Background: an optimization exercise with open tools, aiming at small area. Do not read the settings as production practice. Where RTL was checked, it was by simulation tests only, not by an equivalence proof against the original.

amber:
## trap_unit
module trap_unit (
  input  logic                               clk,
  input  logic                               reset,
  input  logic                               stall_n,
  input  logic                               hold_flag,
  input  logic                               exception_if,
  input  logic [3:0]                         cause_if,
  input  logic                               exception_id,
  input  logic [3:0]                         cause_id,
  input  logic [trap_pkg::xlen-1:0]          pc_id_ex,
  input  logic                               jump_en,
  input  logic [trap_pkg::xlen-1:0]          jump_addr,
  input  logic                               csr_valid,
  input  logic                               csr_write,
  input  logic [11:0]                        csr_addr,
  input  logic [trap_pkg::xlen-1:0]          csr_wdata,
  input  logic                               mret,
  input  logic [trap_pkg::ext_irq_lines-1:0] irq_lines,
  output logic [trap_pkg::xlen-1:0]          csr_rdata,
  output logic                               trap_taken,
  output logic [trap_pkg::xlen-1:0]          trap_target,
  output logic                               any_interrupt
);
  ...
Size: about 1800 cells after synthesis, roughly 320 flip-flops, ~15000 sq um of cells after synthesis.
Settings: LEC_CHECK=0, CAP_MARGIN=20, CORE_MARGIN=2, CORE_UTILIZATION=40, SLEW_MARGIN=20; clock period 5.5 ns.
standard.sh (not shown) runs the stock make flow with config.mk's settings and CLKGATE_MAP_FILE= SYNTH_SCRIPT=/design/flow/synth_recipe.tcl, a recipe that flattens the netlist after the stock synthesis.
==> flow/flow/run.sh <==
#!/bin/bash
# Own flow: the standard layout (standard.sh) with
#  - port buffers made from the smallest buffer cell (buf_1),
#  - a clock tree without dummy loads,
#  - (if flow/area.abc exists) an area-oriented ABC mapping script in the synthesis.
# Each tool's output is logged in this folder (standard_flow.log, and ORFS's own logs under orfs/logs).
set -euo pipefail
W=$(pwd)
export OWN_WORK=$W
export OWN_ABC_SCRIPT=$W/flow/area.abc
export BUFFER_PORTS_ARGS="-buffer_cell sky130_fd_sc_hd__buf_1"
export CTS_ARGS="-sink_clustering_enable -repair_clock_nets -dont_use_dummy_load -buf_list sky130_fd_sc_hd__clkbuf_8 -sink_clustering_size 14 -sink_buffer_max_cap_derate 1.0 -sink_clustering_max_diameter 100"
bash standard.sh "SYNTH_SCRIPT=$W/flow/synth_wrap.tcl" "BUFFER_PORTS_ARGS=$BUFFER_PORTS_ARGS" "CTS_ARGS=$CTS_ARGS"  finish > standard_flow.log 2>&1
==> flow/flow/area.abc <==
strash
&get -n
&st
&dch
&nf
&put
topo
stime -c
==> flow/flow/synth_wrap.tcl <==
# The standard flow's synthesis script with Yosys's abc call given the area-oriented ABC script in
# flow/area.abc; every other step (registers included) is the standard synthesis's.
proc abc {args} {
  set i [lsearch -exact $args -script]
  if {$i >= 0} { lset args [expr {$i + 1}] $::env(OWN_ABC_SCRIPT) }
  yosys abc {*}$args
}
source $::env(OWN_WORK)/synth_recipe.tcl
#### Input delta (quartz over amber)
-- flow/design.v --
<<< amber, line 158
    mtime[63:32] <= (reset || (csr_wr && sel_time_hi)) ? wdata_rst0 : mtime_inc[63:32];
  end
  always_ff @(posedge clk) begin
    if (reset) begin
      mtimecmp <= '1;
    end else if (csr_wr) begin
      if (sel_cmp_lo) mtimecmp[31:0]  <= csr_wdata;
      if (sel_cmp_hi) mtimecmp[63:32] <= csr_wdata;
    end
  end
>>> quartz, line 158
    mtime[63:32] <= (reset || (csr_wr && sel_time_hi)) ? wdata_rst0 : mtime_inc[63:32];
  end
  logic [63:0] mtimecmp_n;
  assign mtimecmp = ~mtimecmp_n;
  always_ff @(posedge clk) begin
    if (reset) begin
      mtimecmp_n <= '0;
    end else if (csr_wr) begin
      if (sel_cmp_lo) mtimecmp_n[31:0]  <= ~csr_wdata;
      if (sel_cmp_hi) mtimecmp_n[63:32] <= ~csr_wdata;
    end
  end
<<< amber, line 173
      gt_blk = 1'b0;
      for (int j = 0; j < 8; j++) begin
        ge_blk = (mtime[8*k+j] & ~mtimecmp[8*k+j]) | (mtime[8*k+j] & ge_blk) | (~mtimecmp[8*k+j] & ge_blk);
        gt_blk = (mtime[8*k+j] & ~mtimecmp[8*k+j]) | (mtime[8*k+j] & gt_blk) | (~mtimecmp[8*k+j] & gt_blk);
      end
      time_ge = time_ge ? ge_blk : gt_blk;
>>> quartz, line 175
      gt_blk = 1'b0;
      for (int j = 0; j < 8; j++) begin
        ge_blk = (mtime[8*k+j] & mtimecmp_n[8*k+j]) | (mtime[8*k+j] & ge_blk) | (mtimecmp_n[8*k+j] & ge_blk);
        gt_blk = (mtime[8*k+j] & mtimecmp_n[8*k+j]) | (mtime[8*k+j] & gt_blk) | (mtimecmp_n[8*k+j] & gt_blk);
      end
      time_ge = time_ge ? ge_blk : gt_blk;
--- outcome ---
- quartz finished every step from synthesis to the final layout, and the layout passed the timing, design-rule and antenna checks.
- Looking at global-route usage across quartz and amber, the one that comes out higher is amber.
- quartz — wire length of the first global-routing pass about 4% lower, amber as reference
- Compared quartz vs amber, and estimated wirelength of the detail-placed design is down in quartz.
- Taking amber over quartz, the final routed wirelength across all metal layers ratio works out to 1.06.
- Final cell count in quartz is 114 lower than in amber
- [compare] base=amber new=quartz: fraction of the cycle the final worst path needs roughly the same; width of the chip lower.
- amber ended up with simple AND/OR/NAND/NOR gates as its dominant combinational cell family by area after synthesis; quartz ended up with compound AO/OA/AOI/OAI gates.
- Setup slack of quartz is on par with amber.
- In the flow results for quartz and amber, the worst hold slack is smaller on quartz.
- Sort quartz and amber by post-synthesis cell type count, descending, and quartz comes first.
- When quartz is set beside amber, its routability congestion estimate turns out to be 0.0073 larger.

run 4:
trap_unit, a different RTL version from the one above (not shown whole).
For scale: ~1700 cells after synthesis, about 320 flip-flops, roughly 200 I/O pins, about 0.015 sq mm of cells after synthesis.
export LEC_CHECK = 0
export CAP_MARGIN = 20
export CORE_MARGIN = 2
export CORE_UTILIZATION = 40
export SLEW_MARGIN = 20
create_clock -name core_clock -period 5.5 [get_ports {clk}]
Scripts as last shown in full above: flow/flow/run.sh, flow/flow/area.abc, flow/flow/synth_wrap.tcl
Run 4 completed end to end with timing, DRC and antenna clean.
#### Input delta (run 2 over run 4)
--- a/flow/design.v
+++ b/flow/design.v
@@ -130,47 +130,45 @@
     for (int i = 7; i >= 0; i--) begin
       if (pending[i]) ext_line = 3'(i);
     end
   end
   logic [63:0] mtime;
   logic [63:0] mtimecmp;
   logic        mtip;
   logic        inc_en;
-  logic [4:0]  blk_carry;
+  logic [8:0]  blk_carry;
   logic [64:0] carry;
   logic [63:0] mtime_inc;
   logic        time_ge;
   assign inc_en = !(csr_wr && (sel_time_lo || sel_time_hi));
   always_comb begin
     blk_carry[0] = inc_en;
-    for (int k = 0; k < 4; k++) blk_carry[k+1] = blk_carry[k] & (&mtime[16*k +: 16]);
-    for (int k = 0; k < 4; k++) begin
-      carry[16*k] = blk_carry[k];
-      for (int j = 0; j < 16; j++) begin
-        mtime_inc[16*k+j] = mtime[16*k+j] ^ carry[16*k+j];
-        carry[16*k+j+1]   = mtime[16*k+j] & carry[16*k+j];
+    for (int k = 0; k < 8; k++) blk_carry[k+1] = blk_carry[k] & (&mtime[8*k +: 8]);
+    for (int k = 0; k < 8; k++) begin
+      carry[8*k] = blk_carry[k];
+      for (int j = 0; j < 8; j++) begin
+        mtime_inc[8*k+j] = mtime[8*k+j] ^ carry[8*k+j];
+        carry[8*k+j+1]   = mtime[8*k+j] & carry[8*k+j];
       end
     end
   end
   logic [31:0] wdata_rst0;
   assign wdata_rst0 = reset ? 32'd0 : csr_wdata;
   always_ff @(posedge clk) begin
     mtime[31:0]  <= (reset || (csr_wr && sel_time_lo)) ? wdata_rst0 : mtime_inc[31:0];
     mtime[63:32] <= (reset || (csr_wr && sel_time_hi)) ? wdata_rst0 : mtime_inc[63:32];
   end
   logic [63:0] mtimecmp_n;
   assign mtimecmp = ~mtimecmp_n;
+  logic [31:0] wdata_n_rst0;
+  assign wdata_n_rst0 = reset ? 32'd0 : ~csr_wdata;
   always_ff @(posedge clk) begin
-    if (reset) begin
-      mtimecmp_n <= '0;
-    end else if (csr_wr) begin
-      if (sel_cmp_lo) mtimecmp_n[31:0]  <= ~csr_wdata;
-      if (sel_cmp_hi) mtimecmp_n[63:32] <= ~csr_wdata;
-    end
+    if (reset || (csr_wr && sel_cmp_lo)) mtimecmp_n[31:0]  <= wdata_n_rst0;
+    if (reset || (csr_wr && sel_cmp_hi)) mtimecmp_n[63:32] <= wdata_n_rst0;
   end
   always_comb begin
     logic ge_blk, gt_blk;
     time_ge = 1'b1;
     for (int k = 0; k < 8; k++) begin
       ge_blk = 1'b1;
       gt_blk = 1'b0;
       for (int j = 0; j < 8; j++) begin
@@ -250,20 +248,18 @@
       mie_meie <= 1'b0;
       mie_mtie <= 1'b0;
     end else if (csr_wr && sel_mie) begin
       mie_meie <= csr_wdata[11];
       mie_mtie <= csr_wdata[7];
     end
   end
   always_ff @(posedge clk) begin
-    if (reset) begin
-      mtvec <= '0;
-    end else if (csr_wr && sel_mtvec) begin
-      mtvec <= csr_wdata;
+    if (reset || (csr_wr && sel_mtvec)) begin
+      mtvec <= wdata_rst0;
     end
   end
   always_ff @(posedge clk) begin
     if (reset) begin
       mepc <= '0;
     end else if (trap_taken) begin
       mepc <= jmp_pending[1] ? last_jump_addr : pc_id_ex;
     end else if (csr_wr && sel_mepc) begin
Run 2 vs run 4 — non-filler instance count after layout dropped by a few percent. Vias: run 2 below run 4. Cell total after placement: run 2 < run 4. Looking at run 2 and run 4, the relative area change from synthesis to final layout is a wash. Summary — number of search-and-repair iterations in the first detailed-routing pass, run 2 relative to run 4: higher, by 4. The timing endpoint of the critical path comes out trap_target[31] in one run and trap_target[29] in the other, namely in run 4 and run 2 respectively. Share of cell area taken by multi-input logic gates (lower): run 2.
Function not checked in run 2: the RTL went through the layout flow alone.

[static timing again, ports no longer ideal]
Ports are ideal in the flow. The routed layouts listed here were re-timed in OpenROAD. Step 1: set_driving_cell puts a clkbuf_16 on clk and a buf_2 on each other input, an assumption about the parent block. Step 2 moves the port delays by t, midway between the first and last clock arrival at a register: inputs arrive t later, outputs are due t later. That takes back most of the time a late clock gives input paths. a / b / c = ideal ports / drivers / drivers and shift; a / b = the first two.
run | t (ns) | setup WS [ns] | worst hold slack (ns) | latest minus earliest clock arrival (ns) | pins driven straight from the clock port
amber | 0.627 | 0.225 / 0.176 / 0.188 | 0.456 / 0.456 / 0.456 | 0.035 / 0.036 | 1
quartz | 0.633 | 0.227 / 0.176 / 0.317 | 0.446 / 0.446 / 0.446 | 0.028 / 0.029 | 1
run 4 | 0.621 | 0.303 / 0.255 / 0.081 | 0.480 / 0.480 / 0.480 | 0.034 / 0.035 | 1
run 2 | 0.652 | 0.107 / 0.058 / 0.045 | 0.464 / 0.464 / 0.464 | 0.035 / 0.034 | 1
After both steps setup and hold are still met in every run listed. The setup slack of run 4, which loses most, moves by -0.048 ns with the drivers and by -0.222 ns with both steps.
